Source: an optimization exercise on an open RTL-to-GDS flow (aim: small area, a short achievable clock period and few clock cycles per item). Production flows keep margins and buffers that such runs may drop.
Where RTL was checked, it was by simulation tests only, not by an equivalence proof against the original.
The RTL of runs 1, 2, 7 and 8 was laid out without a check of its function.
Power figures rest on the tool's default switching activity, not on a simulated workload.

--- flow/config.mk ---
export PLATFORM = sky130hd
export DESIGN_NAME = averaged_sensor_range_event_unit
export DESIGN_NICKNAME = averaged_sensor_range_event_unit
export VERILOG_FILES = /design/flow/design.v
export SDC_FILE = /design/flow/constraint.sdc
export NUM_CORES = 4
export LEC_CHECK = 0
export ABC_AREA = 1
export CAP_MARGIN = 20
export CORE_MARGIN = 2
export CORE_UTILIZATION = 40
export CTS_BUF_LIST = sky130_fd_sc_hd__clkbuf_8 sky130_fd_sc_hd__clkbuf_16
export SLEW_MARGIN = 20
--- flow/standard.sh ---
#!/bin/bash
# synth_recipe.tcl (not shown) runs the flow's synth.tcl, then flattens the netlist and writes it again
# the make line also repeats each setting of config.mk as NAME=value (left out here)
make -C /OpenROAD-flow-scripts/flow DESIGN_CONFIG=/design/flow/config.mk WORK_HOME=/design/flow/orfs CLKGATE_MAP_FILE= SYNTH_SCRIPT=/design/flow/synth_recipe.tcl "${@:-finish}"
--- flow/constraint.sdc ---
create_clock -name core_clock -period 12.0 [get_ports {clk}]
set_input_delay 2.4000 -clock core_clock [delete_from_list [all_inputs] [get_ports {clk}]]
set_output_delay 2.4000 -clock core_clock [all_outputs]
set_load 0.01 [all_outputs]
--- flow/flow/run.sh ---
#!/bin/bash
set -euo pipefail
here=$(pwd)
bash standard.sh \
  SETUP_SLACK_MARGIN=8.5 \
  "BUFFER_PORTS_ARGS=-buffer_cell sky130_fd_sc_hd__buf_4" \
  "POST_GLOBAL_PLACE_TCL=$here/flow/small_input_buffers.tcl" \
  finish > standard.log 2>&1
--- flow/flow/small_input_buffers.tcl ---
# After global placement: the port buffers of the inputs other than clk and
# out_ready get the smallest buffer; the later repair steps resize any that
# end up on a path that needs it.
foreach port [all_inputs] {
  set pname [get_full_name $port]
  if {$pname eq "clk" || $pname eq "out_ready"} { continue }
  set net [get_nets -quiet $pname]
  if {[llength $net] == 0} { continue }
  foreach pin [get_pins -quiet -of_objects $net] {
    set inst [get_cells -of_objects $pin]
    set master [get_property $inst ref_name]
    if {[string match "sky130_fd_sc_hd__buf_*" $master]} {
      replace_cell $inst sky130_fd_sc_hd__buf_1
    }
  }
}
--- flow/design.v ---
package asre_pkg;
  localparam int SAMPLE_W    = 16;
  localparam int CFG_INDEX_W = 2;
  localparam int CFG_DATA_W  = 16;
  typedef logic signed [SAMPLE_W-1:0] sample_t;
  typedef logic        [SAMPLE_W-1:0] delta_t;
  typedef enum logic [CFG_INDEX_W-1:0] {
    REG_DELTA_THRESHOLD = 2'd0,
    REG_UPPER_LIMIT     = 2'd1,
    REG_LOWER_LIMIT     = 2'd2
  } cfg_index_t;
  localparam delta_t  DELTA_THRESHOLD_RESET = '0;
  localparam sample_t UPPER_LIMIT_RESET     = 16'sh7FFF;
  localparam sample_t LOWER_LIMIT_RESET     = 16'sh8000;
endpackage
module asre_avg_div_a (
  input  logic [20:0] acc_i,    
  output logic [20:0] y1_o
);
  logic neg;
  assign neg  = (acc_i < 21'd983043);            
  assign y1_o = acc_i + {4'b0, acc_i[20:4]} + {16'b0, neg, neg, neg, 2'b0};
endmodule
module asre_avg_div_b (
  input  logic [20:0] y1_i,
  output logic [15:0] avg_o
);
  logic [20:0] y3;
  assign y3    = y1_i + {8'b0, y1_i[20:8]} + {16'b0, y1_i[20:16]};
  assign avg_o = {~y3[20], y3[19:5]};
endmodule
module averaged_sensor_range_event_unit #(
  parameter int AVERAGE_COUNT = 10
) (
  input  logic                                      clk,
  input  logic                                      rst_n,
  input  logic                                      in_valid,
  output logic                                      in_ready,
  input  logic signed [asre_pkg::SAMPLE_W-1:0]      in_sample,
  output logic                                      out_valid,
  input  logic                                      out_ready,
  output logic signed [asre_pkg::SAMPLE_W-1:0]      out_reported_value,
  output logic                                      out_range_event,
  input  logic                                      cfg_we,
  input  logic [asre_pkg::CFG_INDEX_W-1:0]          cfg_index,
  input  logic [asre_pkg::CFG_DATA_W-1:0]           cfg_wdata
);
  localparam int SAMPLE_W = asre_pkg::SAMPLE_W;
  localparam logic [asre_pkg::CFG_INDEX_W-1:0] REG_DELTA_THRESHOLD = asre_pkg::REG_DELTA_THRESHOLD;
  localparam logic [asre_pkg::CFG_INDEX_W-1:0] REG_UPPER_LIMIT     = asre_pkg::REG_UPPER_LIMIT;
  localparam logic [asre_pkg::CFG_INDEX_W-1:0] REG_LOWER_LIMIT     = asre_pkg::REG_LOWER_LIMIT;
  localparam logic        [SAMPLE_W-1:0] DELTA_THRESHOLD_RESET = asre_pkg::DELTA_THRESHOLD_RESET;
  localparam logic signed [SAMPLE_W-1:0] UPPER_LIMIT_RESET     = asre_pkg::UPPER_LIMIT_RESET;
  localparam logic signed [SAMPLE_W-1:0] LOWER_LIMIT_RESET     = asre_pkg::LOWER_LIMIT_RESET;
  logic        [SAMPLE_W-1:0] nthr_r;
  logic        [SAMPLE_W-1:0] nupper_r;
  logic        [SAMPLE_W-1:0] nlower_r;
  logic        [SAMPLE_W:0]   ge_u, gt_l;
  logic        [SAMPLE_W-1:0] c_off;
  logic                       adv;
  logic                       k_free;      
  logic signed [SAMPLE_W-1:0] k_sample;
  logic                       a_valid, b_valid, c_valid;
  logic signed [SAMPLE_W-1:0] a_sample, b_sample, c_sample;
  logic                       b_end, c_end, c_first, c_range;
  logic                       seen_a, seen_c;
  logic                       out_valid_r;
  logic signed [SAMPLE_W-1:0] held_r, held_nxt;
  logic                       event_r, event_nxt;
  logic [3:0]  cnt_r;
  logic        start_r, a_end;
  logic [20:0] acc_r, acc_nxt, a_add;
  logic        a_first, a_acc;
  logic [20:0] y1_nxt, y1_r;
  logic [15:0] avg;
  logic signed [SAMPLE_W+1:0] dp, dn;
  logic                       hit;
  assign adv      = !out_valid_r || out_ready;
  assign c_first  = !seen_c;
  assign in_ready = k_free;
  assign out_valid          = out_valid_r;
  assign out_reported_value = held_r;
  assign out_range_event    = event_r;
  assign a_first = !seen_a;
  assign a_acc   = a_valid && !a_first;
  assign a_end   = (cnt_r == 4'd9);
  assign a_add   = {{(21-SAMPLE_W){a_sample[SAMPLE_W-1]}}, a_sample};
  assign acc_nxt = (start_r ? 21'd983043 : acc_r) + a_add + {a_add[19:0], 1'b0};
  asre_avg_div_a u_div_a (
    .acc_i (acc_r),
    .y1_o  (y1_nxt)
  );
  asre_avg_div_b u_div_b (
    .y1_i  (y1_r),
    .avg_o (avg)
  );
  always_comb begin
    dp  = {{2{c_sample[SAMPLE_W-1]}}, c_sample} + {{2{~held_r[SAMPLE_W-1]}}, ~held_r}
        + {2'b11, nthr_r} + 18'd2;
    dn  = {{2{held_r[SAMPLE_W-1]}}, held_r} + {{2{~c_sample[SAMPLE_W-1]}}, ~c_sample}
        + {2'b11, nthr_r} + 18'd2;
    c_off   = c_sample ^ 16'h8000;
    ge_u    = {1'b0, c_off} + {1'b0, nupper_r ^ 16'h8000} + 17'd1;
    gt_l    = {1'b0, c_off} + {1'b0, nlower_r ^ 16'h8000};
    c_range = ge_u[SAMPLE_W] || !gt_l[SAMPLE_W];
    hit = (!dp[SAMPLE_W+1] || !dn[SAMPLE_W+1]) && c_range;
    held_nxt  = held_r;
    event_nxt = event_r;
    if (c_valid) begin
      event_nxt = 1'b0;
      if (c_first || hit) begin
        held_nxt  = c_sample;
        event_nxt = 1'b1;
      end else if (c_end) begin
        held_nxt  = avg;
      end
    end
  end
  always_ff @(posedge clk) begin
    if (!rst_n) begin
      nthr_r      <= ~DELTA_THRESHOLD_RESET;
      nupper_r    <= ~UPPER_LIMIT_RESET;
      nlower_r    <= ~LOWER_LIMIT_RESET;
      k_free      <= 1'b1;
      a_valid     <= 1'b0;
      b_valid     <= 1'b0;
      c_valid     <= 1'b0;
      out_valid_r <= 1'b0;
      seen_a      <= 1'b0;
      seen_c      <= 1'b0;
      cnt_r       <= '0;
      start_r     <= 1'b1;
    end else begin
      if (cfg_we) begin
        case (cfg_index)
          REG_DELTA_THRESHOLD: nthr_r   <= ~cfg_wdata;
          REG_UPPER_LIMIT:     nupper_r <= ~cfg_wdata;
          REG_LOWER_LIMIT:     nlower_r <= ~cfg_wdata;
          default: ;
        endcase
      end
      if (adv) begin
        k_free      <= 1'b1;
        a_valid     <= !k_free || in_valid;
        b_valid     <= a_valid;
        c_valid     <= b_valid;
        out_valid_r <= c_valid;
        seen_a      <= seen_a || a_valid;
        seen_c      <= seen_c || c_valid;
        if (a_acc) begin
          cnt_r   <= a_end ? 4'd0 : cnt_r + 4'd1;
          start_r <= a_end;
        end
      end else if (in_valid) begin
        k_free  <= 1'b0;
      end
    end
  end
  always_ff @(posedge clk) begin
    if (k_free) begin
      k_sample <= in_sample;
    end
    if (adv) begin
      a_sample <= k_free ? (in_valid ? in_sample : '0) : k_sample;
      b_sample <= a_sample;
      c_sample <= b_sample;
      b_end    <= a_end;
      c_end    <= b_end;
      y1_r     <= y1_nxt;
      acc_r    <= acc_nxt;
      held_r   <= held_nxt;
      event_r  <= event_nxt;
    end
  end
endmodule
==> run_results.csv, run 1 <==
group,metric,value,unit
floorplanning,die-area,31900,µm²
grt,overflow,0,
floorplanning,die_y,179,µm
timing,fmax,287,MHz
routing,vias,9146,
power,p_per_area,207,nW/µm²
routing,wl,28300,µm
yosys,async_flop_share,0,%
min_path,hp-class,"reg2reg",
cells_and_area,top_regs,"acc_r (21), y1_r (21)",
routing,wl_met2,13200,µm
worst_setup_path,cp_slowest_cell,"edfxtp_1",
cells_and_area,diodes,0,
floorplanning,ios,58,
placement,dp.cells,1740,
worst_setup_path,worst_setup_path_end_kind,"primary output",
yosys,syn-cell-area,12200,µm²
clock_network,clk_pin_slew,0.07,ns
timing,rsz0062_at_grt,"true",
clock_network,clkLatencyLatePin,0.44,ns
clock_network,cts_buffer_depth,2,
worst_setup_path,cp.arrival,1.08,ns
run_status,outcome,"finished clean",
grt,grt_usage,18.5,%
cells_and_area,final_cell_mix,"nand2_1, ha_1, inv_1, edfxtp_1, a21oi_1",
yosys,yosysSeqAreaShare,40.7,%
routing,drc,0,
worst_setup_path,start_kind,"register",
clock_network,htreeDepth,4,
grt,grt_pass1_wl,45700,µm
timing,fin_tns_setup,0,ns
timing,relSlewSlack,45.5,%
worst_setup_path,reg2reg_slack,8.69,ns
yosys,synth_edf_count,125,
timing,worst-slew-pin-transition,0.818,ns
placement,io_buffers,57,
routing,drtPass1Iterations,5,
clock_network,cts-root-buf,"clkbuf_16",
timing,clock_skew,0.0228,ns
floorplanning,num_rows,63,
routing,routed.top_layer,"met4",
placement,dp_hpwl,22100,µm
power,vdd_drop_max,0.103,mV
cells_and_area,final_common_cell,"nand2_1",
worst_setup_path,crit_type,"reg2out",
cells_and_area,layout.nets,1630,
grt,first_global_vias,8931,
worst_setup_path,worstPathCellList,"buf_4",
cells_and_area,synthToLayoutAreaGrowth,13.4,%
timing,period_minus_slack,3.48,ns
worst_setup_path,crit_buf_inv,1,
yosys,yosysWarningCount,1,
yosys,yosys_most_used_dff,"edfxtp_1",
routing,drt_iter0_markers,588,
floorplanning,core_area,29800,µm²
routing,dr_wl_met3,1000,µm
timing,finalCritPeriodShare,29.0,%
power,power.leakage,6.24,nW
timing,holdWs,0.422,ns
worst_setup_path,cp.required,9.60,ns
yosys,synthesis.nets,1549,
worst_setup_path,crit_family,"flip-flops",
grt,antenna_found_initial,0,
yosys,synthDistinctLibCells,39,
floorplanning,initial_core_util,40.9,%
yosys,netlist_instances,1314,
routing,ant_nets,0,
yosys,synth_area_per_cell,9.27,µm²
timing,slew_violations,0,
routing,met1_length,13600,µm
clock_network,cts_tree,"built",
worst_setup_path,critPathMaxFanout,3,
run,cap_violations,0,
routing,wl_per_cell,15.7,µm
clock_network,clock_sinks,185,
timing,setup_violations,0,
clock_network,ctsHoldBuffers,0,
worst_setup_path,crit_path_max_incr_delay,0.46,ns
cells_and_area,instances_no_fill,1798,
clock_network,numCtsBuffers,17,
grt,grt_max_degree,90,
routing,via_per_inst,5.09,
floorplanning,die_w,179,µm
yosys,ys_ff_latch,185,
cells_and_area,drive_gt1_share,7.67,%
timing,hold_viol,0,
[worst paths after layout]
path | to | start | depth (start not counted)
min reg2reg | c_sample[1]$_DFFE_PN_ | b_sample[1]$_DFFE_PN_ | 0
min | c_sample[1]$_DFFE_PN_ | b_sample[1]$_DFFE_PN_ | 0
max | out_reported_value[4] | held_r[4]$_DFFE_PP_ | 1
max reg2reg | y1_r[14]$_DFFE_PN_ | acc_r[6]$_DFFE_PN_ | 14
[worst register-to-register path: stages, from the launching register on]
cell and delay (ns):
edfxtp_1 0.41, inv_1 0.15, nand4_1 0.13, a2111oi_2 0.24
nand3_1 0.13, a21oi_2 0.23, inv_1 0.08, fa_1 0.54
inv_1 0.06, ha_1 0.29, nand4_1 0.11, nor3_1 0.29
a21oi_2 0.12, o21bai_1 0.17, xor2_1 0.10
[per-stage QoR]
step | setup slack (ns) | util [%] | area (µm²) | total power, mW
global placement | 8.06 | 43.8 | 13000 | 2.27
global route | 8.48 | 46.4 | 13800 | 3.13
CTS | 8.48 | 45.7 | 13600 | 2.84
finish | 8.52 | 46.4 | 13800 | 2.86
detailed placement | 8.02 | 43.3 | 12900 | 2.28
floorplan | 7.37 | - | 12200 | 1.93
[cells in the mapped netlist, types with 2 or more instances]
cell | n | area, µm²
a21o_1 | 11 | 82.6
o21bai_1 | 7 | 52.6
nor3_1 | 17 | 85.1
a221oi_1 | 2 | 17.5
edfxtp_1 | 125 | 3750
o2111ai_1 | 2 | 17.5
or2_2 | 2 | 12.5
nand2_1 | 259 | 972
xnor2_1 | 17 | 149
o211ai_1 | 6 | 45.0
nand3_1 | 72 | 360
nand4_1 | 10 | 62.6
xor2_1 | 29 | 254
o21ai_0 | 83 | 415
nand3b_1 | 5 | 37.5
clkbuf_1 | 23 | 86.3
nand2_4 | 2 | 22.5
nor2_1 | 90 | 338
nor4_1 | 4 | 25.0
o21a_1 | 4 | 30.0
fa_1 | 54 | 1080
a21boi_0 | 2 | 15.0
a21oi_1 | 125 | 626
a31oi_1 | 6 | 37.5
dfxtp_1 | 60 | 1200
inv_1 | 141 | 529
ha_1 | 142 | 1780
nand2_2 | 3 | 18.8
[final cells by class]
cell class	instances	area, µm²
flip-flops and latches	185	4960
inverters	142	541
repair buffers	88	588
clock buffers	19	453
well taps	390	488
multi-input cells	961	6660
fillers	2812	16000
clock inverters	13	130
[report_power, final]
part | leakage, nW | total, mW | internal [mW] | switching (mW)
combinational | 4.12 | 1.38 | 0.531 | 0.852
sequential | 1.83 | 0.930 | 0.821 | 0.109
clock | 0.293 | 0.552 | 0.287 | 0.265
[logic make-up (layout without fill, tap and decap cells)]
kind of cell    after synthesis  count (layout)  share of synthesized area (%)
compound gates              252             252                           11.2
xor+xnor                     46              46                           3.31
fa+ha+maj                   196             196                           23.4
buf+inv                     168             262                           5.28
flops                       185             185                           40.7
simple gates                467             467                           16.1
[per-layer routing]
layer / up-vias / track usage (%)
met5: - / 0
li1: 4659 / -
met2: 159 / 29.8
met4: 0 / 5.05
met3: 29 / 2.09
met1: 4299 / 26.3
[timing repair]
item,4_1_cts,5_1_grt
setup endpoints to repair,97,70
pin swaps,0,2
resized for setup,9,15
buffers inserted,6,19
gates cloned,1,0
==> inputs of run 2 (changes only) <==
--- a/flow/config.mk
+++ b/flow/config.mk
@@ -11,3 +11,2 @@
 export CORE_UTILIZATION = 40
-export CTS_BUF_LIST = sky130_fd_sc_hd__clkbuf_8 sky130_fd_sc_hd__clkbuf_16
 export SLEW_MARGIN = 20
==> run 2 against run 1 <==
- still clean
- clock power hardly changed
- combinational power hardly changed
- wire length hardly changed
- global-route usage stayed put
- critical path depth stayed put
- largest power group unchanged
==> run_results.csv, run 2 <==
group,metric,value,unit
grt,grt_pass1_wl,45700,µm
clock_network,clk_pin_slew,0.07,ns
yosys,synthTopCellsByCount,"nand2_1, ha_1, inv_1",
placement,dp_hpwl,22100,µm
min_path,hp-class,"reg2reg",
power,power.leakage,6.24,nW
worst_setup_path,cp_slowest_cell,"edfxtp_1",
floorplanning,ios,58,
timing,finalCritPeriodShare,29.0,%
routing,wl,28300,µm
clock_network,clock_sinks,185,
cells_and_area,top_regs,"acc_r (21), y1_r (21)",
timing,worst-slew-pin-transition,0.805,ns
timing,setup_violations,0,
floorplanning,initial_core_util,40.9,%
floorplanning,num_rows,63,
power,total_power,2.86,mW
yosys,synth_area_leaders,"edfxtp_1, ha_1, dfxtp_1, fa_1, nand2_1",
floorplanning,die_w,179,µm
placement,io_buffers,57,
yosys,yosysWarningCount,1,
routing,drtPass1Iterations,5,
cells_and_area,drive_gt1_share,7.67,%
floorplanning,core_area,29800,µm²
run_status,outcome,"finished clean",
worst_setup_path,start_kind,"register",
timing,rsz0062_at_grt,"true",
cells_and_area,instances_no_fill,1798,
yosys,yosysTopAreaCellShare,30.8,%
cells_and_area,final_cell_mix,"nand2_1, ha_1, inv_1, edfxtp_1, a21oi_1",
yosys,yosys_most_used_dff,"edfxtp_1",
clock_network,numCtsBuffers,17,
timing,relSlewSlack,46.3,%
yosys,async_flop_share,0,%
routing,wl_per_cell,15.8,µm
yosys,ys_ff_latch,185,
timing,fmax,288,MHz
timing,slew_violations,0,
worst_setup_path,critPathMaxFanout,3,
run,cap_violations,0,
routing,drt_iter0_markers,597,
grt,overflow,0,
clock_network,clkLatencyLatePin,0.44,ns
cells_and_area,layout.nets,1630,
grt,grt_usage,18.5,%
worst_setup_path,crit_path_max_incr_delay,0.46,ns
yosys,synth_area_per_cell,9.27,µm²
timing,fin_tns_setup,0,ns
routing,via_per_inst,5.09,
cells_and_area,num-fill-cells,2812,
clock_network,cts_buffer_depth,2,
yosys,synthesis.nets,1549,
worst_setup_path,worst_setup_path_end_kind,"primary output",
clock_network,cts_tree,"built",
worst_setup_path,crit_type,"reg2out",
timing,hold_viol,0,
floorplanning,die-area,31900,µm²
yosys,syn-cell-area,12200,µm²
worst_setup_path,crit_buf_inv,1,
yosys,synth_top_cell_by_area,"edfxtp_1",
power,p_per_area,207,nW/µm²
yosys,synth_edf_count,125,
floorplanning,die_y,179,µm
worst_setup_path,worstPathCellList,"buf_4",
cells_and_area,synthToLayoutAreaGrowth,13.4,%
cells_and_area,diodes,0,
power,vdd_drop_max,0.103,mV
timing,period_minus_slack,3.48,ns
grt,grt_max_degree,90,
worst_setup_path,crit_family,"flip-flops",
timing,clock_skew,0.0231,ns
yosys,yosysMostFrequentCell,"nand2_1",
routing,drc,0,
placement,dp.cells,1740,
yosys,synthDistinctLibCells,39,
clock_network,htreeDepth,4,
worst_setup_path,cp.required,9.60,ns
routing,ant_nets,0,
routing,vias,9153,
grt,antenna_found_initial,0,
grt,first_global_vias,8935,
yosys,netlist_instances,1314,
cells_and_area,final_common_cell,"nand2_1",
clock_network,cts-root-buf,"clkbuf_16",
worst_setup_path,cp.arrival,1.08,ns
yosys,yosysSeqAreaShare,40.7,%
==> run 2: path summary, 6_finish.rpt <==
kind	slack, ns	endpoint	startpoint	cells after the start
worst max register to register	8.69	y1_r[14]$_DFFE_PN_	acc_r[6]$_DFFE_PN_	14
worst min-delay path	0.42	c_sample[13]$_DFFE_PN_	b_sample[13]$_DFFE_PN_	0
worst max-delay path	8.52	out_reported_value[4]	held_r[4]$_DFFE_PP_	1
worst min register to register	0.42	c_sample[13]$_DFFE_PN_	b_sample[13]$_DFFE_PN_	0
==> run 2: layout make-up <==
| cell class | instances | area (µm²) | area share (%) |
|---|---|---|---|
| clock inverters | 12 | 126 | 0.914 |
| clock buffers | 20 | 457 | 3.30 |
| flip-flops and latches | 185 | 4960 | 35.9 |
| repair buffers | 88 | 588 | 4.26 |
| inverters | 142 | 541 | 3.91 |
| well taps | 390 | 488 | 3.53 |
| multi-input cells | 961 | 6660 | 48.2 |
==> run 2: cell families (layout without fill, tap and decap cells) <==
kind of cell             after synthesis  after routing  share of synthesized area [%]
adder cells (fa/ha/maj)              196            196                           23.4
flip-flops                           185            185                           40.7
AO/OA/AOI/OAI                        252            252                           11.2
AND/OR/NAND/NOR                      467            467                           16.1
buffers and inverters                168            262                           5.28
XOR/XNOR                              46             46                           3.31
==> run 2: metrics by stage <==
stage | setup WS [ns] | util [%] | cell area, µm² | hold slack, ns
2_1_floorplan | 7.37 | - | 12200 | 0.400
3_3_place_gp | 8.06 | 43.8 | 13000 | 0.400
3_5_place_dp | 8.02 | 43.3 | 12900 | 0.405
4_1_cts | 8.48 | 45.7 | 13600 | 0.424
5_1_grt | 8.48 | 46.4 | 13800 | 0.434
6_report | 8.52 | 46.4 | 13800 | 0.422
==> run 2: power breakdown <==
part           internal [mW]  total (mW)  switching, mW
Combinational          0.531        1.38          0.852
Clock                  0.288       0.552          0.265
Sequential             0.821       0.930          0.109
==> run 2: layer usage <==
layer  vias to the layer above  global-route usage (%)  routed length (µm)
li1                       4656                       -                   -
met1                      4311                    26.3               13700
met2                       159                    29.8               13200
met3                        27                    2.09                 919
met4                         0                    5.05                 490
met5                         -                       0                   0
==> run 2: repair_timing <==
item                       4_1_cts  5_1_grt
pin swaps                        0        2
setup endpoints to repair       97       70
hold buffers                     0        0
buffers inserted                 6       19
gates cloned                     1        0
gates resized for setup          9       15
==> inputs of run 3 (changes only) <==
--- a/flow/design.v
+++ b/flow/design.v
@@ -86,4 +86,4 @@
   assign a_end   = (cnt_r == 4'd9);
-  assign a_add   = {{(21-SAMPLE_W){a_sample[SAMPLE_W-1]}}, a_sample};
-  assign acc_nxt = (start_r ? 21'd983043 : acc_r) + a_add + {a_add[19:0], 1'b0};
+  assign a_add   = a_acc ? {{(21-SAMPLE_W){a_sample[SAMPLE_W-1]}}, a_sample} : 21'd0;
+  assign acc_nxt = ((a_acc && start_r) ? 21'd983043 : acc_r) + a_add + {a_add[19:0], 1'b0};
   asre_avg_div_a u_div_a (
@@ -163,3 +163,3 @@
     if (adv) begin
-      a_sample <= k_free ? (in_valid ? in_sample : '0) : k_sample;
+      a_sample <= k_free ? in_sample : k_sample;
       b_sample <= a_sample;
==> run 3 against run 2 <==
- still clean
- non-clock buffer count increased by 8
- register-to-register slack worse by 0.03 ns
- via count fell by 0.38%
- final area grew 1.0%
- first-iteration DRC count is 1.7% lower
- core utilization shrank 0.39 points
- hold slack lost 0.00067 ns
- synthesized area is 0.60% higher
- critical endpoint is now out_reported_value[6]
- largest power group unchanged
- highest routed layer unchanged
==> run_results.csv, run 3 <==
group,metric,value,unit
floorplanning,die-area,32100,µm²
yosys,synthDistinctLibCells,47,
floorplanning,initial_core_util,40.4,%
clock_network,cts_tree,"built",
placement,placed_area,12900,µm²
routing,wl,28100,µm
cells_and_area,diodes,0,
timing,finalCritPeriodShare,28.9,%
yosys,async_flop_share,0,%
routing,drtPass1Iterations,5,
grt,grt_usage,18.0,%
worst_setup_path,worst_setup_path_end_kind,"primary output",
min_path,min_to,"c_sample[3]$_DFFE_PN_",
yosys,yosysMostFrequentCell,"nand2_1",
floorplanning,die_w,179,µm
cells_and_area,final_cell_mix,"nand2_1, inv_1, ha_1, a21oi_1, edfxtp_1",
timing,rsz0062_at_grt,"true",
worst_setup_path,r2r_end,"y1_r[13]$_DFFE_PN_",
clock_network,clock_sinks,185,
routing,via_per_inst,5.02,
floorplanning,core_area,30300,µm²
worst_setup_path,crit_type,"reg2out",
worst_setup_path,r2r_start,"acc_r[13]$_DFFE_PN_",
power,power.leakage,6.39,nW
yosys,synthesis.nets,1549,
timing,clock_skew,0.0321,ns
worst_setup_path,ff2ff_path_depth,12,
timing,fin_tns_setup,0,ns
routing,ant_nets,0,
worst_setup_path,crit_buf_inv,1,
floorplanning,ios,58,
worst_setup_path,worstPathCellList,"buf_6",
cells_and_area,drive_gt1_share,11.8,%
run,cap_violations,0,
yosys,ys_ff_latch,185,
timing,fmax,288,MHz
placement,dp.cells,1745,
routing,wl_per_cell,15.5,µm
worst_setup_path,critPathMaxFanout,3,
routing,drc,0,
worst_setup_path,start_kind,"register",
timing,setup_ws,8.53,ns
timing,period_minus_slack,3.47,ns
min_path,hp-class,"reg2reg",
timing,relSlewSlack,45.6,%
grt,overflow,0,
yosys,synth_top_cell_by_area,"edfxtp_1",
timing,setup_violations,0,
run_status,outcome,"finished clean",
worst_setup_path,cp.arrival,1.07,ns
grt,grt_pass1_wl,44500,µm
yosys,yosys_most_used_dff,"edfxtp_1",
cells_and_area,final_common_cell,"nand2_1",
timing,worst-slew-pin-transition,0.815,ns
placement,dp_slack,7.95,ns
yosys,synth_edf_count,109,
worst_setup_path,crit_path_max_incr_delay,0.48,ns
power,p_per_area,243,nW/µm²
clock_network,cts_buffer_depth,2,
timing,slew_violations,0,
power,total_power,3.39,mW
grt,first_global_vias,8676,
routing,drt_iter0_markers,587,
yosys,yosysSeqAreaShare,39.1,%
grt,grt_max_degree,93,
clock_network,htreeDepth,4,
grt,antenna_found_initial,0,
cells_and_area,instances_no_fill,1815,
worst_setup_path,crit_family,"flip-flops",
timing,hold_viol,0,
clock_network,clk_pin_slew,0.08,ns
floorplanning,die_y,179,µm
floorplanning,num_rows,64,
placement,dp_hpwl,22200,µm
yosys,netlist_instances,1314,
yosys,yosysWarningCount,1,
cells_and_area,layout.nets,1641,
clock_network,numCtsBuffers,17,
min_path,worstHoldPathCells,0,
clock_network,cts-root-buf,"clkbuf_16",
yosys,syn-cell-area,12300,µm²
worst_setup_path,cp_slowest_cell,"edfxtp_1",
power,vdd_drop_max,0.105,mV
cells_and_area,top_regs,"acc_r (21), y1_r (21)",
yosys,synth_area_leaders,"edfxtp_1, ha_1, dfxtp_1, fa_1, nand2_1",
clock_network,clkLatencyLatePin,0.45,ns
routing,vias,9118,
yosys,synth_area_per_cell,9.33,µm²
min_path,hp-start,"b_sample[3]$_DFFE_PN_",
cells_and_area,final_area,14000,µm²
worst_setup_path,reg2reg_slack,8.66,ns
placement,io_buffers,57,
cells_and_area,synthToLayoutAreaGrowth,13.8,%
worst_setup_path,cp.required,9.60,ns
yosys,yosysTopAreaCellShare,26.7,%
yosys,synthTopCellsByCount,"nand2_1, inv_1, ha_1",
-- run 3: where the power goes --
part           switching (mW)  leakage, nW  total (mW)  internal (mW)
Combinational            1.12         4.34        1.82          0.705
Sequential              0.133         1.76       0.990          0.857
Clock                   0.291        0.292       0.578          0.287
-- run 3: area by class of cell --
| type | instances | area [µm²] |
|---|---|---|
| multi-input combinational | 944 | 6820 |
| inverter | 162 | 619 |
| tap | 396 | 495 |
| clock buffer | 17 | 425 |
| clock inverter | 15 | 189 |
| sequential | 185 | 4800 |
| timing repair buffer | 96 | 604 |
| fill | 2900 | 16400 |
-- run 3: kinds of logic (layout without fill, tap and decap cells) --
kind of cell / after synthesis / in the layout / share of synthesized area (%)
AO/OA/AOI/OAI: 251 / 251 / 11.3
flip-flops: 185 / 185 / 39.1
AND/OR/NAND/NOR: 432 / 434 / 15.4
buffers and inverters: 187 / 290 / 6.05
adder cells (fa/ha/maj): 196 / 196 / 23.3
XOR/XNOR: 47 / 47 / 3.36
multiplexers: 16 / 16 / 1.47
-- run 3: timing repair --
item / in CTS / in global routing
gates resized for setup: 12 / 17
pin swaps: 0 / 5
hold buffers: 0 / 0
setup buffers: 6 / 30
cloned: 0 / 2
setup endpoints to repair: 76 / 55
-- run 3: how the worst max path moves through the flow --
stage	end	slack [ns]	startpoint	cells past startpoint
finish	out_reported_value[6]	8.53	held_r[6]$_DFFE_PP_	1
global route	acc_r[15]$_DFFE_PN_	8.44	a_valid$_SDFFE_PN0N_	18
floorplan	a_valid$_SDFFE_PN0N_	7.64	out_ready	4
detailed placement	acc_r[15]$_DFFE_PN_	7.95	a_valid$_SDFFE_PN0N_	18
CTS	acc_r[15]$_DFFE_PN_	8.45	a_valid$_SDFFE_PN0N_	18
global placement	a_valid$_SDFFE_PN0N_	8.02	out_ready	6
-- run 3: per-stage QoR --
stage | hold slack (ns) | util, %
final | 0.421 | 46.0
after floorplan | 0.400 | -
after detailed placement | 0.405 | 42.7
after global placement | 0.402 | 43.1
after CTS | 0.424 | 45.0
after global routing | 0.433 | 46.0
-- run 3: per-layer routing --
metal | vias to the layer above | global-route usage, % | share of wire (%)
met5 | - | 0 | 0
met2 | 141 | 29.2 | 47
met3 | 25 | 2.42 | 2.7
met1 | 4303 | 25.2 | 49
li1 | 4649 | - | -
met4 | 0 | 4.57 | 1.4
Testbench counts of run 3, summed over its fixed seeds: cycles 16,032, items 16,000.
==> inputs of run 4 (changes only) <==
==> flow/flow/small_input_buffers.tcl (replaced) <==
# After global placement: the port buffers of inputs that feed only a few
# registers' data pins get the smallest buffer; the later repair steps
# resize any that end up on a path that needs it.
foreach port [all_inputs] {
  set pname [get_full_name $port]
  if {$pname eq "clk" || $pname eq "out_ready"} { continue }
  set net [get_nets -quiet -of_objects $port]
  if {$net eq ""} { continue }
  foreach pin [get_pins -quiet -of_objects $net] {
    set inst [get_cells -of_objects $pin]
    set master [get_property $inst ref_name]
    if {[string match "sky130_fd_sc_hd__buf_*" $master]} {
      replace_cell $inst sky130_fd_sc_hd__buf_1
    }
  }
}
==> run 4 against run 3 <==
- the run now fails in global placement (3_3_place_gp)
- synthesized area is the same
- synthesized cell count unchanged
==> run_results.csv, run 4 <==
group,metric,value,unit
floorplanning,initial_core_util,40.4,%
yosys,async_flop_share,0,%
yosys,synth_area_leaders,"edfxtp_1, ha_1, dfxtp_1, fa_1, nand2_1",
yosys,synth_area_per_cell,9.33,µm²
yosys,synth_edf_count,109,
floorplanning,die_y,179,µm
yosys,yosys_most_used_dff,"edfxtp_1",
run_status,lastStage,"global placement (3_3_place_gp)",
floorplanning,ios,58,
run_status,outcome,"did not finish",
yosys,yosysMostFrequentCell,"nand2_1",
floorplanning,die_w,179,µm
yosys,synthTopCellsByCount,"nand2_1, inv_1, ha_1",
run_status,error,"[ERROR STA-0100] unsupported object type Port.",
yosys,synthDistinctLibCells,47,
placement,io_buffers,57,
yosys,yosysTopAreaCellShare,26.7,%
yosys,yosysSeqAreaShare,39.1,%
yosys,yosysWarningCount,1,
yosys,ys_ff_latch,185,
yosys,netlist_instances,1314,
yosys,syn-cell-area,12300,µm²
yosys,synthesis.nets,1549,
yosys,synth_top_cell_by_area,"edfxtp_1",
floorplanning,num_rows,64,
==> run 4: cell counts after synthesis <==
No cell type changed its count.
==> run 4: cells by family after synthesis <==
kind of cell | count (synthesis) | share of synthesized area (%)
buffers and inverters | 187 | 6.05
and+or+nand+nor | 432 | 15.4
muxes | 16 | 1.47
xor gates and xnor gates | 47 | 3.36
AOI/OAI and AO/OA | 251 | 11.3
adders and majority gates | 196 | 23.3
DFF | 185 | 39.1
==> inputs of run 5 (changes only) <==
--- a/flow/design.v
+++ b/flow/design.v
@@ -31,2 +31,31 @@
 endmodule
+module asre_carry #(
+  parameter int W = 16
+) (
+  input  logic [W-1:0] a,
+  input  logic [W-1:0] b,
+  input  logic         ci,
+  output logic         co
+);
+  localparam int N = 1 << $clog2(W);
+  logic [2*N-2:0] g, p;
+  always_comb begin
+    g = '0;
+    p = '0;
+    for (int i = 0; i < N; i++) begin
+      if (i < W) begin
+        g[N-1+i] = a[i] & b[i];
+        p[N-1+i] = a[i] | b[i];
+      end else begin
+        p[N-1+i] = 1'b1;
+      end
+    end
+    g[N-1] = g[N-1] | (p[N-1] & ci);
+    for (int k = N-2; k >= 0; k--) begin
+      g[k] = g[2*k+2] | (p[2*k+2] & g[2*k+1]);
+      p[k] = p[2*k+2] & p[2*k+1];
+    end
+    co = g[0];
+  end
+endmodule
 module averaged_sensor_range_event_unit #(
@@ -57,3 +86,3 @@
   logic        [SAMPLE_W-1:0] nlower_r;
-  logic        [SAMPLE_W:0]   ge_u, gt_l;
+  logic                       ge_u, gt_l;
   logic        [SAMPLE_W-1:0] c_off;
@@ -64,3 +93,3 @@
   logic signed [SAMPLE_W-1:0] a_sample, b_sample, c_sample;
-  logic                       b_end, c_end, c_first, c_range;
+  logic                       b_end, c_end, c_first;
   logic                       seen_a, seen_c;
@@ -75,3 +104,4 @@
   logic [15:0] avg;
-  logic signed [SAMPLE_W+1:0] dp, dn;
+  logic        [SAMPLE_W+1:0] c_ext, h_ext, t_ext, dp_s, dp_c, dn_s, dn_c;
+  logic                       dp_c17, dn_c17, dp_neg, dn_neg;
   logic                       hit;
@@ -86,4 +116,4 @@
   assign a_end   = (cnt_r == 4'd9);
-  assign a_add   = a_acc ? {{(21-SAMPLE_W){a_sample[SAMPLE_W-1]}}, a_sample} : 21'd0;
-  assign acc_nxt = ((a_acc && start_r) ? 21'd983043 : acc_r) + a_add + {a_add[19:0], 1'b0};
+  assign a_add   = {{(21-SAMPLE_W){a_sample[SAMPLE_W-1]}}, a_sample};
+  assign acc_nxt = (start_r ? 21'd983043 : acc_r) + a_add + {a_add[19:0], 1'b0};
   asre_avg_div_a u_div_a (
@@ -96,12 +126,18 @@
   );
+  assign c_ext   = {{2{c_sample[SAMPLE_W-1]}}, c_sample};
+  assign h_ext   = {{2{held_r[SAMPLE_W-1]}}, held_r};
+  assign t_ext   = {2'b11, nthr_r};
+  assign dp_s    = c_ext ^ ~h_ext ^ t_ext;
+  assign dp_c    = (c_ext & ~h_ext) | (c_ext & t_ext) | (~h_ext & t_ext);
+  assign dn_s    = h_ext ^ ~c_ext ^ t_ext;
+  assign dn_c    = (h_ext & ~c_ext) | (h_ext & t_ext) | (~c_ext & t_ext);
+  asre_carry #(.W(17)) u_dp (.a(dp_s[16:0]), .b({dp_c[15:0], 1'b1}), .ci(1'b1), .co(dp_c17));
+  asre_carry #(.W(17)) u_dn (.a(dn_s[16:0]), .b({dn_c[15:0], 1'b1}), .ci(1'b1), .co(dn_c17));
+  assign dp_neg  = dp_s[17] ^ dp_c[16] ^ dp_c17;
+  assign dn_neg  = dn_s[17] ^ dn_c[16] ^ dn_c17;
+  assign c_off   = c_sample ^ 16'h8000;
+  asre_carry #(.W(16)) u_ge (.a(c_off), .b(nupper_r ^ 16'h8000), .ci(1'b1), .co(ge_u));
+  asre_carry #(.W(16)) u_gt (.a(c_off), .b(nlower_r ^ 16'h8000), .ci(1'b0), .co(gt_l));
   always_comb begin
-    dp  = {{2{c_sample[SAMPLE_W-1]}}, c_sample} + {{2{~held_r[SAMPLE_W-1]}}, ~held_r}
-        + {2'b11, nthr_r} + 18'd2;
-    dn  = {{2{held_r[SAMPLE_W-1]}}, held_r} + {{2{~c_sample[SAMPLE_W-1]}}, ~c_sample}
-        + {2'b11, nthr_r} + 18'd2;
-    c_off   = c_sample ^ 16'h8000;
-    ge_u    = {1'b0, c_off} + {1'b0, nupper_r ^ 16'h8000} + 17'd1;
-    gt_l    = {1'b0, c_off} + {1'b0, nlower_r ^ 16'h8000};
-    c_range = ge_u[SAMPLE_W] || !gt_l[SAMPLE_W];
-    hit = (!dp[SAMPLE_W+1] || !dn[SAMPLE_W+1]) && c_range;
+    hit = (!dp_neg || !dn_neg) && (ge_u || !gt_l);
     held_nxt  = held_r;
@@ -163,3 +199,3 @@
     if (adv) begin
-      a_sample <= k_free ? in_sample : k_sample;
+      a_sample <= k_free ? (in_valid ? in_sample : '0) : k_sample;
       b_sample <= a_sample;
==> flow/flow/small_input_buffers.tcl (replaced) <==
# After global placement: the port buffers of the inputs other than clk and
# out_ready get the smallest buffer; the later repair steps resize any that
# end up on a path that needs it.
foreach port [all_inputs] {
  set pname [get_full_name $port]
  if {$pname eq "clk" || $pname eq "out_ready"} { continue }
  set net [get_nets -quiet $pname]
  if {[llength $net] == 0} { continue }
  foreach pin [get_pins -quiet -of_objects $net] {
    set inst [get_cells -of_objects $pin]
    set master [get_property $inst ref_name]
    if {[string match "sky130_fd_sc_hd__buf_*" $master]} {
      replace_cell $inst sky130_fd_sc_hd__buf_1
    }
  }
}
--- a/flow/config.mk
+++ b/flow/config.mk
@@ -7,3 +7,2 @@
 export LEC_CHECK = 0
-export ABC_AREA = 1
 export CAP_MARGIN = 20
==> run 5 against run 4 <==
- the run now finishes clean
- synthesized area shrank 11%
- synthesized cell count decreased by 25%
==> run_results.csv, run 5 <==
group,metric,value,unit
worst_setup_path,worst_setup_path_end_kind,"register",
timing,rsz0062_at_grt,"true",
yosys,ys_ff_latch,185,
cells_and_area,final_area,13400,µm²
placement,io_buffers,57,
routing,drtPass1Iterations,5,
clock_network,ctsHoldBuffers,0,
run_status,outcome,"finished clean",
yosys,yosysMostFrequentCell,"edfxtp_1",
min_path,hp-class,"reg2reg",
clock_network,clkLatencyLatePin,0.45,ns
worst_setup_path,crit_family,"compound AO/OA/AOI/OAI gates",
power,vdd_drop_max,0.130,mV
yosys,netlist_instances,989,
routing,drt_iter0_markers,529,
clock_network,cts_tree,"built",
timing,fin_tns_setup,0,ns
routing,wl_per_cell,17.0,µm
worst_setup_path,crit_type,"reg2reg",
cells_and_area,drive_gt1_share,20.5,%
grt,grt_max_degree,100,
placement,placed_area,11700,µm²
run,cap_violations,0,
clock_network,cts-root-buf,"clkbuf_16",
timing,fmax,271,MHz
worst_setup_path,crit_buf_inv,1,
clock_network,cts_buffer_depth,2,
routing,via_per_inst,5.15,
power,switching_share,36.3,%
clock_network,clk_pin_slew,0.08,ns
yosys,synthTopCellsByCount,"edfxtp_1, nand2_1, inv_1",
worst_setup_path,worstPathCellList,"nor4_2 > nand4_1 > a41o_1 > fa_1 > inv_2 > fa_2 > a21o_1 > a21oi_2 > o21bai_2 > a211oi_2 > nor2_1 > a211o_1 > a31oi_2 > nor2b_1 > o21ai_1 > xnor2_1",
power,total_power,2.61,mW
timing,finalCritPeriodShare,30.8,%
worst_setup_path,ff2ff_path_depth,16,
yosys,async_flop_share,0,%
power,switchingPower,0.945,mW
routing,wl,25300,µm
clock_network,htreeDepth,4,
timing,clock_skew,0.0123,ns
yosys,synth_area_leaders,"edfxtp_1, dfxtp_1, fa_1, ha_1, nand2_1",
clock_network,clock_sinks,185,
power,p_per_area,194,nW/µm²
yosys,synth_area_per_cell,11.1,µm²
power,seqPwrFrac,34.6,%
timing,period_minus_slack,3.69,ns
placement,dp_hpwl,17300,µm
cells_and_area,diodes,0,
floorplanning,die-area,28800,µm²
yosys,synthesis.nets,1158,
timing,slew_violations,0,
worst_setup_path,crit_path_max_incr_delay,0.50,ns
routing,drc,0,
yosys,synth_top_cell_by_area,"edfxtp_1",
yosys,yosysWarningCount,3,
timing,setup_violations,0,
yosys,yosysSeqAreaShare,45.2,%
cells_and_area,layout.nets,1307,
yosys,yosysTopAreaCellShare,34.2,%
timing,relSlewSlack,50.8,%
power,internal-power,1.66,mW
yosys,yosys_most_used_dff,"edfxtp_1",
worst_setup_path,cp_num_cells,16,
worst_setup_path,critPathMaxFanout,2,
cells_and_area,synthToLayoutAreaGrowth,22.6,%
routing,ant_nets,0,
cells_and_area,final_cell_mix,"edfxtp_1, nand2_1, buf_4, inv_1, ha_1",
grt,grt_usage,17.8,%
floorplanning,die_y,170,µm
cells_and_area,final_common_cell,"edfxtp_1",
floorplanning,die_w,170,µm
yosys,synthDistinctLibCells,60,
worst_setup_path,cp.arrival,3.89,ns
cells_and_area,top_regs,"acc_r (21), y1_r (21)",
floorplanning,core_area,27000,µm²
grt,first_global_vias,7478,
floorplanning,num_rows,60,
power,combPwrFrac,44.2,%
timing,hold_viol,0,
power,power.leakage,5.92,nW
worst_setup_path,cp_slowest_cell,"fa_1",
power,p_clk_share,21.3,%
timing,worst-slew-pin-transition,0.739,ns
worst_setup_path,start_kind,"register",
yosys,synth_edf_count,125,
grt,grt_pass1_wl,40000,µm
routing,vias,7691,
floorplanning,initial_core_util,40.7,%
worst_setup_path,cp.required,12.20,ns
clock_network,numCtsBuffers,17,
grt,antenna_found_initial,0,
grt,overflow,0,
yosys,syn-cell-area,11000,µm²
floorplanning,ios,58,
min_path,worstHoldPathCells,0,
run 5: area by class of cell:
class	count	area, µm²
inverter	81	330
multi-input combinational	700	5970
timing repair inverter	1	11.3
tap	341	427
clock buffer	18	429
clock inverter	14	131
timing repair buffer	152	1190
sequential	185	4960
fill	2392	13500
run 5: logic make-up (layout without fill, tap and decap cells):
| logic type | after synthesis | count (layout) | synth area share (%) |
|---|---|---|---|
| AND/OR/NAND/NOR | 250 | 250 | 11.0 |
| AO/OA/AOI/OAI | 238 | 239 | 14.7 |
| flip-flops | 185 | 185 | 45.2 |
| adder cells (fa/ha/maj) | 144 | 144 | 19.9 |
| buffers and inverters | 105 | 266 | 3.70 |
| XOR/XNOR | 49 | 49 | 3.91 |
| multiplexers | 18 | 18 | 1.70 |
run 5: power groups by stage:
stage	Combinational [mW]	Sequential [mW]	Clock, mW
2_1_floorplan	0.752	0.882	0
3_3_place_gp	0.928	0.923	0
5_1_grt	1.30	0.914	0.592
6_report	1.15	0.901	0.554
4_1_cts	1.08	0.903	0.564
3_5_place_dp	0.930	0.924	0
run 5: worst paths after layout:
path,startpoint,to,slack [ns]
max reg2reg,acc_r[14]$_DFFE_PN_,y1_r[19]$_DFFE_PN_,8.31
min,b_sample[12]$_DFFE_PN_,c_sample[12]$_DFFE_PN_,0.41
min reg2reg,b_sample[12]$_DFFE_PN_,c_sample[12]$_DFFE_PN_,0.41
max,acc_r[14]$_DFFE_PN_,y1_r[19]$_DFFE_PN_,8.31
run 5: what timing repair did:
item,4_1_cts,5_1_grt
endpoints found under the hold margin,0,0
setup buffers,57,31
resized for setup,53,63
pin swaps,32,29
setup endpoints to repair,55,63
gates cloned,3,1
run 5: layer usage:
layer	global-route usage [%]	vias up	part of all wire [%]
met2	28.8	141	47
met4	4.20	0	1.3
met1	25.0	3671	48
met5	0	-	0
li1	-	3851	-
met3	3.29	28	3.4
run 5: through the flow:
stage               setup slack [ns]  util, %  hold slack [ns]  std cells
floorplan                       8.38        -            0.400        989
global placement                7.80     43.8            0.405       1367
detailed placement              7.75     43.4            0.405       1368
CTS                             8.29     48.1            0.413       1460
global route                    8.03     49.9            0.427       1492
finish                          8.31     49.9            0.414       1492
Testbench counts of run 5, summed over its fixed seeds: cycles 16,032, items 16,000.
==> inputs of run 6 (changes only) <==
--- a/flow/config.mk
+++ b/flow/config.mk
@@ -7,2 +7,3 @@
 export LEC_CHECK = 0
+export ABC_AREA = 1
 export CAP_MARGIN = 20
==> run 6 against run 5 <==
- sequential power rose by 2.4%
- clock skew fell by 0.0011 ns
- maximum frequency rose by 7.1%
- global-route usage fell by 0.23 points
- critical path depth fell by 15
- combinational power rose by 7%
- clock power rose by 1%
- power rose by 4.3%
- final cell count rose by 17%
- first-iteration DRC count fell by 12%
==> run_results.csv, run 6 <==
group,metric,value,unit
worst_setup_path,crit_path_max_incr_delay,0.44,ns
yosys,yosysWarningCount,3,
yosys,synth_edf_count,125,
yosys,synth_area_per_cell,9.16,µm²
yosys,yosysMostFrequentCell,"nand2_1",
timing,clock_skew,0.0111,ns
yosys,yosysTopAreaCellShare,32.6,%
yosys,synthTopCellsByCount,"nand2_1, inv_1, edfxtp_1",
yosys,yosys_most_used_dff,"edfxtp_1",
worst_setup_path,cp_slowest_cell,"edfxtp_1",
min_path,hp-class,"reg2reg",
power,total_power,2.72,mW
grt,grt_max_degree,61,
routing,wl,25800,µm
yosys,synth_top_family_by_area,"adder cells",
timing,setup_ws,8.55,ns
yosys,yosys.area_share.simple,16.4,%
worst_setup_path,crit_family,"flip-flops",
cells_and_area,drive_gt1_share,10.3,%
cells_and_area,instances_no_fill,1741,
floorplanning,core_area,28500,µm²
yosys,synthMuxAreaShare,0,%
clock_network,clk_pin_slew,0.07,ns
floorplanning,num_rows,62,
routing,wl_per_cell,14.8,µm
worst_setup_path,cp.required,9.60,ns
routing,vias,8642,
grt,first_global_vias,8397,
run,cap_violations,0,
cells_and_area,diodes,0,
grt,grt_util_met3,2.89,%
yosys,synthAdderAreaFrac,17.7,%
worst_setup_path,worst_setup_path_end_kind,"primary output",
routing,drc,0,
timing,worst-slew-pin-transition,0.881,ns
routing,ant_nets,0,
timing,finalCritPeriodShare,28.7,%
clock_network,cts_buffer_depth,2,
run_status,outcome,"finished clean",
power,p_per_area,207,nW/µm²
floorplanning,die_w,174,µm
grt,grt_usage,17.6,%
cells_and_area,num-fill-cells,2798,
cells_and_area,synthToLayoutAreaGrowth,14.3,%
clock_network,clkLatencyLatePin,0.43,ns
timing,relSlewSlack,41.2,%
floorplanning,ios,58,
cells_and_area,top_regs,"acc_r (21), y1_r (21)",
clock_network,ctsHoldBuffers,0,
yosys,async_flop_share,0,%
yosys,synth_top_cell_by_area,"edfxtp_1",
yosys,synth_compound_area_share,12.7,%
yosys,synthesis.nets,1426,
power,vdd_drop_max,0.0973,mV
grt,overflow,0,
yosys,ys_ff_latch,185,
yosys,synth_xor_xnor_area_share,3.88,%
floorplanning,die-area,30100,µm²
grt,use_met2,29.4,%
cells_and_area,final_cell_mix,"nand2_1, inv_1, edfxtp_1, a21oi_1, o21ai_0",
clock_network,clock_sinks,185,
placement,dp_slack,7.58,ns
floorplanning,die_y,174,µm
cells_and_area,layout.nets,1513,
placement,dp.cells,1677,
worst_setup_path,cp.arrival,1.05,ns
power,power.leakage,5.88,nW
yosys,syn-cell-area,11500,µm²
worst_setup_path,start_kind,"register",
grt,grt_busiest_layer,"met2",
yosys,synth_area_leaders,"edfxtp_1, dfxtp_1, fa_1, ha_1, nand2_1",
clock_network,htreeDepth,4,
grt,grt_pass1_wl,42300,µm
timing,fin_tns_setup,0,ns
timing,fmax,290,MHz
placement,dp_hpwl,19500,µm
timing,rsz0062_at_grt,"false",
timing,hold_viol,0,
timing,setup_violations,0,
clock_network,cts-root-buf,"clkbuf_16",
yosys,netlist_instances,1257,
routing,via_per_inst,4.96,
clock_network,cts_tree,"built",
yosys,synthDistinctLibCells,46,
timing,period_minus_slack,3.45,ns
yosys,yosysSeqAreaShare,43.0,%
worst_setup_path,worstPathCellList,"buf_4",
placement,io_buffers,57,
routing,drt_iter0_markers,468,
timing,slew_violations,0,
grt,antenna_found_initial,0,
floorplanning,initial_core_util,40.3,%
worst_setup_path,crit_type,"reg2out",
routing,drtPass1Iterations,5,
clock_network,numCtsBuffers,17,
cells_and_area,final_common_cell,"nand2_1",
worst_setup_path,crit_buf_inv,1,
worst_setup_path,critPathMaxFanout,3,
grt,grtUsageMet1,23.7,%
## run 6: per-layer routing
layer	vias to the layer above	wire length (µm)
li1	4407	-
met3	29	783
met4	0	502
met5	-	0
met2	133	12200
met1	4073	12300
## run 6: final timing paths
check / startpoint / end / slack (ns) / cells after the start
worst max-delay path: held_r[3]$_DFFE_PP_ / out_reported_value[3] / 8.55 / 1
worst max register to register: acc_r[15]$_DFFE_PN_ / y1_r[19]$_DFFE_PN_ / 8.72 / 18
worst min register to register: b_end$_DFFE_PN_ / c_end$_DFFE_PN_ / 0.42 / 0
worst min-delay path: b_end$_DFFE_PN_ / c_end$_DFFE_PN_ / 0.42 / 0
## run 6: what timing repair did
item	CTS	global route
cloned	3	0
buffers inserted	15	14
setup endpoints to repair	74	84
resized for setup	10	16
pin swaps	2	2
## run 6: where the power goes
group / leakage, nW / switching, mW / internal [mW] / total, mW
registers: 1.83 / 0.104 / 0.818 / 0.923
logic: 3.75 / 0.744 / 0.488 / 1.23
clock network: 0.299 / 0.250 / 0.311 / 0.562
total: 5.88 / 1.10 / 1.62 / 2.72
## run 6: final cells by class
| cell class | count | area [µm²] | share of cell area, % |
|---|---|---|---|
| multi-input cells | 890 | 5880 | 44.7 |
| repair buffers | 93 | 643 | 4.89 |
| inverters | 156 | 593 | 4.51 |
| clock inverters | 10 | 76.3 | 0.580 |
| flip-flops and latches | 185 | 4960 | 37.7 |
| well taps | 384 | 480 | 3.65 |
| clock buffers | 22 | 518 | 3.94 |
| repair inverters | 1 | 7.51 | 0.0571 |
## run 6: metrics by stage
step | hold WS, ns | util (%) | area [µm²]
after CTS | 0.419 | 45.5 | 13000
after floorplan | 0.400 | - | 11500
after global placement | 0.401 | 43.2 | 12300
final | 0.417 | 46.1 | 13200
after global routing | 0.426 | 46.1 | 13200
after detailed placement | 0.406 | 42.7 | 12200
## run 6: cells by family after synthesis
kind of cell / Yosys count
simple gates: 437
compound gates: 272
flops: 185
buf+inv: 182
fa+ha+maj: 130
xor+xnor: 51
==> inputs of run 7 (changes only) <==
--- a/flow/design.v
+++ b/flow/design.v
@@ -131,3 +131,3 @@
   assign dp_c    = (c_ext & ~h_ext) | (c_ext & t_ext) | (~h_ext & t_ext);
-  assign dn_s    = h_ext ^ ~c_ext ^ t_ext;
+  assign dn_s    = dp_s;   
   assign dn_c    = (h_ext & ~c_ext) | (h_ext & t_ext) | (~c_ext & t_ext);
==> run 7 against run 6 <==
- final area is 0.92% higher
- combinational power up 6%
- sequential cell count unchanged
- wire length rose by 1.8%
- critical path depth up 1
- sequential power about the same
- final cell count grew 1.0%
- clock skew grew 0.0021 ns
- count of clock-buffer cells in the layout fell by 3
- setup slack lost 0.015 ns
- power increased by 2.2%
- largest cell class unchanged
==> run_results.csv, run 7 <==
group,metric,value,unit
yosys,yosys.area_share.simple,16.9,%
floorplanning,ios,58,
clock_network,cts-root-buf,"clkbuf_16",
routing,drt_iter0_markers,488,
yosys,netlist_instances,1275,
yosys,synth_area_leaders,"edfxtp_1, dfxtp_1, fa_1, ha_1, nand2_1",
cells_and_area,finish.utilization,46.4,%
yosys,yosysSeqAreaShare,42.8,%
worst_setup_path,crit_family,"flip-flops",
routing,drtPass1Iterations,5,
grt,grtUsageMet1,23.9,%
cells_and_area,synthToLayoutAreaGrowth,14.7,%
worst_setup_path,start_kind,"register",
cells_and_area,instances_no_fill,1759,
yosys,synthDistinctLibCells,45,
run,cap_violations,0,
yosys,synth_xor_xnor_area_share,3.86,%
floorplanning,initial_core_util,40.4,%
yosys,synth_area_per_cell,9.08,µm²
grt,use_met2,30.2,%
grt,first_global_vias,8463,
cells_and_area,final_cell_mix,"nand2_1, inv_1, edfxtp_1, a21oi_1, nor2_1",
yosys,yosys_most_used_dff,"edfxtp_1",
yosys,async_flop_share,0,%
clock_network,ctsHoldBuffers,0,
yosys,ys_ff_latch,185,
floorplanning,num_rows,62,
grt,overflow,0,
worst_setup_path,crit_type,"reg2out",
routing,vias,8709,
power,vdd_drop_max,0.0921,mV
yosys,synthesis.nets,1444,
floorplanning,core_area,28600,µm²
min_path,hp-class,"reg2reg",
run_status,outcome,"finished clean",
cells_and_area,layout.nets,1531,
worst_setup_path,worstPathCellList,"buf_12 > buf_4",
yosys,synthAdderAreaFrac,17.5,%
placement,io_buffers,57,
grt,grt_busiest_layer,"met2",
power,power.leakage,5.89,nW
timing,rsz0062_at_grt,"true",
routing,wl_per_cell,14.9,µm
grt,grt_pass1_wl,42600,µm
power,p_per_area,209,nW/µm²
yosys,synth_top_cell_by_area,"edfxtp_1",
routing,drc,0,
timing,slew_violations,0,
grt,grt_usage,17.7,%
grt,grt_max_degree,61,
timing,worst-slew-pin-transition,0.851,ns
worst_setup_path,crit_buf_inv,2,
grt,grt_util_met3,2.36,%
timing,relSlewSlack,43.2,%
floorplanning,die_y,174,µm
yosys,yosysWarningCount,3,
cells_and_area,top_regs,"acc_r (21), y1_r (21)",
worst_setup_path,crit_path_max_incr_delay,0.35,ns
yosys,synthMuxAreaShare,0,%
clock_network,clkLatencyLatePin,0.44,ns
routing,ant_nets,0,
cells_and_area,ff_latch_area,4960,µm²
clock_network,htreeDepth,4,
yosys,synth_compound_area_share,12.7,%
cells_and_area,diodes,0,
worst_setup_path,worst_setup_path_end_kind,"primary output",
grt,antenna_found_initial,0,
clock_network,clk_pin_slew,0.07,ns
worst_setup_path,cp.required,9.60,ns
timing,hold_viol,0,
yosys,yosysMostFrequentCell,"nand2_1",
floorplanning,die_w,174,µm
worst_setup_path,critPathMaxFanout,13,
cells_and_area,multi_input_area,6030,µm²
yosys,synthTopCellsByCount,"nand2_1, inv_1, edfxtp_1",
placement,dp.cells,1694,
cells_and_area,num-fill-cells,2731,
clock_network,cts_tree,"built",
timing,clock_skew,0.0132,ns
worst_setup_path,cp.arrival,1.07,ns
power,total_power,2.78,mW
clock_network,cts_buffer_depth,2,
yosys,syn-cell-area,11600,µm²
yosys,synth_edf_count,125,
timing,finalCritPeriodShare,28.9,%
clock_network,numCtsBuffers,17,
timing,setup_violations,0,
worst_setup_path,cp_slowest_cell,"dfxtp_4",
yosys,synth_top_family_by_area,"adder cells",
floorplanning,die-area,30300,µm²
clock_network,clock_sinks,185,
routing,wl,26300,µm
timing,period_minus_slack,3.47,ns
cells_and_area,drive_gt1_share,11.8,%
yosys,yosysTopAreaCellShare,32.4,%
timing,fin_tns_setup,0,ns
routing,via_per_inst,4.95,
timing,fmax,289,MHz
cells_and_area,final_common_cell,"nand2_1",
placement,dp_hpwl,19800,µm
[run 7: changes by cell type after synthesis, sizes merged, moves of 2 or more]
cell    before  now
a211oi       2    4
a21oi      119  126
a22oi        3    0
buf          3    5
clkbuf      23   21
clkinv       0    4
nand2      221  225
nor2       109  112
nor4         2    6
o21ai      116  119
or2         10    8
[run 7: path summary, 6_finish.rpt]
path | start | endpoint | slack [ns] | depth (start not counted)
setup / recovery | k_free$_SDFFE_PP1P_ | in_ready | 8.53 | 2
hold / removal | b_sample[13]$_DFFE_PN_ | c_sample[13]$_DFFE_PN_ | 0.42 | 0
setup reg to reg | acc_r[15]$_DFFE_PN_ | y1_r[13]$_DFFE_PN_ | 8.57 | 16
hold reg to reg | b_sample[13]$_DFFE_PN_ | c_sample[13]$_DFFE_PN_ | 0.42 | 0
[run 7: layout make-up]
class                   instances  area share (%)
well taps                     384            3.62
flip-flops and latches        185            37.3
clock buffers                  19            3.26
inverters                     159            4.57
clock inverters                13            1.01
multi-input cells             905            45.4
repair buffers                 93            4.75
repair inverters                1          0.0565
[run 7: repair_timing]
action,4_1_cts,5_1_grt
endpoints found under the setup margin,105,91
pin swaps,0,13
gates resized for setup,11,33
buffers inserted,9,21
cloned,3,0
[run 7: cell families (layout without fill, tap and decap cells)]
family / count (synthesis) / after routing
AO/OA/AOI/OAI: 277 / 277
XOR/XNOR: 51 / 51
flip-flops: 185 / 185
adder cells (fa/ha/maj): 130 / 130
AND/OR/NAND/NOR: 447 / 447
buffers and inverters: 185 / 285
[run 7: stage by stage]
stage | worst slack [ns] | cell area [µm²] | hold WS (ns)
global route | 8.34 | 13300 | 0.426
floorplan | 7.25 | 11600 | 0.400
CTS | 8.42 | 13000 | 0.420
detailed placement | 7.55 | 12300 | 0.405
finish | 8.53 | 13300 | 0.419
global placement | 7.62 | 12400 | 0.401
[run 7: report_power, final]
part,switching (mW),internal [mW]
registers,0.106,0.819
clock network,0.258,0.292
logic,0.771,0.531
[run 7: metal layers]
layer / vias up / share of wire [%]
met1: 4070 / 48
met5: - / 0
li1: 4467 / -
met4: 0 / 1.2
met3: 21 / 2.9
met2: 151 / 48
==> inputs of run 8 (changes only) <==
--- a/flow/flow/run.sh
+++ b/flow/flow/run.sh
@@ -4,3 +4,3 @@
 bash standard.sh \
-  SETUP_SLACK_MARGIN=8.5 \
+  SETUP_SLACK_MARGIN=8.6 \
   "BUFFER_PORTS_ARGS=-buffer_cell sky130_fd_sc_hd__buf_4" \
==> run 8 against run 7 <==
- first-iteration DRC count rose by 6.4%
- setup slack improved by 0.015 ns
- critical path type unchanged
- final area increased by 2.3%
- non-clock buffer count rose by 20
- core utilization up 1.1 points
- sequential cell count is the same
- register-to-register slack about the same
- critical endpoint is now out_reported_value[4]
==> run_results.csv, run 8 <==
group,metric,value,unit
run_status,outcome,"finished clean",
yosys,synth_xor_xnor_area_share,3.86,%
timing,fmax,290,MHz
yosys,yosys.area_share.simple,16.9,%
timing,setup_violations,0,
worst_setup_path,crit_family,"flip-flops",
worst_setup_path,crit_start,"held_r[4]$_DFFE_PP_",
cells_and_area,multi_input_area,6090,µm²
worst_setup_path,cp_slowest_cell,"edfxtp_1",
yosys,synth_compound_area_share,12.7,%
grt,grt_pass1_wl,43200,µm
power,internal-power,1.68,mW
yosys,synth_top_family_by_area,"adder cells",
yosys,synthTopCellsByCount,"nand2_1, inv_1, edfxtp_1",
worst_setup_path,crit_path_max_incr_delay,0.46,ns
cells_and_area,ff_latch_area,4960,µm²
yosys,synthMuxAreaShare,0,%
cells_and_area,synthToLayoutAreaGrowth,17.3,%
power,combPwrFrac,48.3,%
cells_and_area,top_regs,"acc_r (21), y1_r (21)",
cells_and_area,final_area,13600,µm²
routing,wl_per_cell,15.0,µm
yosys,synthesis.nets,1444,
cells_and_area,final_common_cell,"nand2_1",
min_path,hp-class,"reg2reg",
yosys,netlist_instances,1275,
timing,period_minus_slack,3.45,ns
timing,relSlewSlack,42.7,%
grt,overflow,0,
placement,dp_hpwl,19800,µm
worst_setup_path,cp.required,9.60,ns
routing,ant_nets,0,
timing,rsz0062_at_grt,"true",
clock_network,cts-root-buf,"clkbuf_16",
power,vdd_drop_max,0.104,mV
floorplanning,initial_core_util,40.4,%
power,p_clk_share,19.3,%
clock_network,cts_tree,"built",
floorplanning,die_y,174,µm
clock_network,clkLatencyLatePin,0.44,ns
floorplanning,die-area,30300,µm²
routing,drt_iter0_markers,519,
worst_setup_path,cp_num_cells,1,
yosys,synth_area_leaders,"edfxtp_1, dfxtp_1, fa_1, ha_1, nand2_1",
yosys,async_flop_share,0,%
routing,vias,8807,
worst_setup_path,crit_type,"reg2out",
yosys,yosysMostFrequentCell,"nand2_1",
yosys,yosysTopAreaCellShare,32.4,%
grt,grt_max_degree,61,
yosys,synthDistinctLibCells,45,
clock_network,clock_sinks,185,
clock_network,cts_buffer_depth,2,
grt,first_global_vias,8573,
routing,via_per_inst,4.95,
clock_network,numCtsBuffers,17,
worst_setup_path,critPathCapture,"out_reported_value[4]",
yosys,synthAdderAreaFrac,17.5,%
worst_setup_path,worstPathCellList,"buf_6",
yosys,synth_edf_count,125,
power,power.leakage,6.03,nW
timing,finalCritPeriodShare,28.8,%
clock_network,htreeDepth,4,
yosys,syn-cell-area,11600,µm²
power,p_per_area,210,nW/µm²
worst_setup_path,start_kind,"register",
timing,worst-slew-pin-transition,0.858,ns
worst_setup_path,reg2reg_slack,8.57,ns
cells_and_area,drive_gt1_share,14.0,%
cells_and_area,diodes,0,
power,switching_share,41.0,%
worst_setup_path,cp.arrival,1.05,ns
clock_network,clk_pin_slew,0.07,ns
yosys,yosysWarningCount,3,
cells_and_area,final_cell_mix,"nand2_1, inv_1, edfxtp_1, a21oi_1, nor2_1",
yosys,yosysSeqAreaShare,42.8,%
routing,wl,26800,µm
grt,antenna_found_initial,0,
worst_setup_path,crit_buf_inv,1,
yosys,ys_ff_latch,185,
floorplanning,core_area,28600,µm²
timing,slew_violations,0,
yosys,synth_area_per_cell,9.08,µm²
placement,io_buffers,57,
power,switchingPower,1.17,mW
routing,drc,0,
worst_setup_path,r2r_start,"acc_r[15]$_DFFE_PN_",
timing,hold_viol,0,
worst_setup_path,r2r_end,"y1_r[12]$_DFFE_PN_",
yosys,yosys_most_used_dff,"edfxtp_1",
floorplanning,num_rows,62,
grt,grt_usage,18.0,%
run,cap_violations,0,
power,seqPwrFrac,32.4,%
placement,placed_area,12300,µm²
worst_setup_path,ff2ff_path_depth,18,
timing,fin_tns_setup,0,ns
routing,drtPass1Iterations,5,
worst_setup_path,worst_setup_path_end_kind,"primary output",
floorplanning,die_w,174,µm
worst_setup_path,critPathMaxFanout,3,
yosys,synth_top_cell_by_area,"edfxtp_1",
cells_and_area,num-fill-cells,2697,
floorplanning,ios,58,
timing,clock_skew,0.0113,ns
cells_and_area,layout.nets,1551,
-- run 8: cell types whose count changed in the layout (fill, tap and decap cells not counted), moves of 2 or more --
cell / previous run / this run
nand2_2: 24 / 26
buf_6: 2 / 21
nand3_1: 70 / 66
nand3_2: 3 / 7
nand2_1: 198 / 196
a21oi_1: 122 / 120
-- run 8: worst min-delay path by stage --
stage,from,end,depth (start not counted)
detailed placement,b_sample[13]$_DFFE_PN_,c_sample[13]$_DFFE_PN_,0
global route,b_sample[3]$_DFFE_PN_,c_sample[3]$_DFFE_PN_,0
CTS,b_sample[13]$_DFFE_PN_,c_sample[13]$_DFFE_PN_,0
floorplan,b_end$_DFFE_PN_,c_end$_DFFE_PN_,0
finish,b_sample[13]$_DFFE_PN_,c_sample[13]$_DFFE_PN_,0
global placement,b_sample[12]$_DFFE_PN_,c_sample[12]$_DFFE_PN_,0
-- run 8: worst register-to-register path: stages, from the launching register on --
cell and delay (ns):
edfxtp_1 0.41, inv_2 0.09, nand4_1 0.11, a2111oi_2 0.30, nand3_1 0.14, nand4_1 0.13, nand2_2 0.10, inv_2 0.10
fa_2 0.46, ha_4 0.28, buf_4 0.15, nand2_2 0.09, a21oi_2 0.04, o21ai_1 0.13, nand2_1 0.10, buf_6 0.13
a31oi_4 0.17, o21ai_2 0.09, xor2_1 0.14
-- run 8: what timing repair did --
item / in CTS / in global routing
setup endpoints to repair: 140 / 66
hold buffers: 0 / 0
buffers inserted: 24 / 26
cloned: 3 / 0
pin swaps: 2 / 22
resized for setup: 34 / 44
-- run 8: metrics by stage --
stage               power [mW]  cells  util (%)  setup WS, ns  hold WS (ns)
floorplan                 1.82   1275         -          7.25         0.400
global placement          2.12   1694      43.4          7.62         0.401
detailed placement        2.13   1694      42.9          7.55         0.405
CTS                       2.72   1753      46.2          8.53         0.420
global route              3.08   1779      47.5          8.37         0.426
finish                    2.85   1779      47.5          8.55         0.418
-- run 8: layout make-up --
| cell class | instances | share of cell area (%) |
|---|---|---|
| multi-input combinational | 905 | 44.9 |
| sequential | 185 | 36.5 |
| timing repair buffer | 113 | 6.41 |
| inverter | 159 | 4.47 |
| tap | 384 | 3.54 |
| clock buffer | 19 | 3.19 |
| clock inverter | 13 | 0.986 |
| timing repair inverter | 1 | 0.0553 |
-- run 8: power by group through the flow --
stage	Combinational, mW	Clock (mW)	Sequential [mW]
4_1_cts	1.24	0.560	0.924
3_5_place_dp	1.19	0	0.942
3_3_place_gp	1.18	0	0.939
5_1_grt	1.56	0.583	0.936
6_report	1.38	0.549	0.924
2_1_floorplan	0.928	0	0.895
-- run 8: routing by layer --
layer | global-route usage (%) | vias up | part of all wire (%) | wire length (µm)
met5 | 0 | - | 0 | 0
met4 | 5.15 | 0 | 1.9 | 504
met3 | 2.36 | 28 | 3.0 | 801
met2 | 30.8 | 167 | 48 | 12800
met1 | 23.9 | 4097 | 47 | 12600
li1 | - | 4515 | - | -
-- run 8: kinds of logic after synthesis --
logic type | count (synthesis)
flops | 185
simple gates | 447
compound gates | 277
fa+ha+maj | 130
xor+xnor | 51
buf+inv | 185

Re-timed with assumed drivers on the ports (clkbuf_16 on the clock, buf_2 on other inputs), run 8 has 8.506 ns of setup slack against 8.549 ns with ideal ports, and 8.276 ns once port delays also move by the mid clock arrival of 0.475 ns.
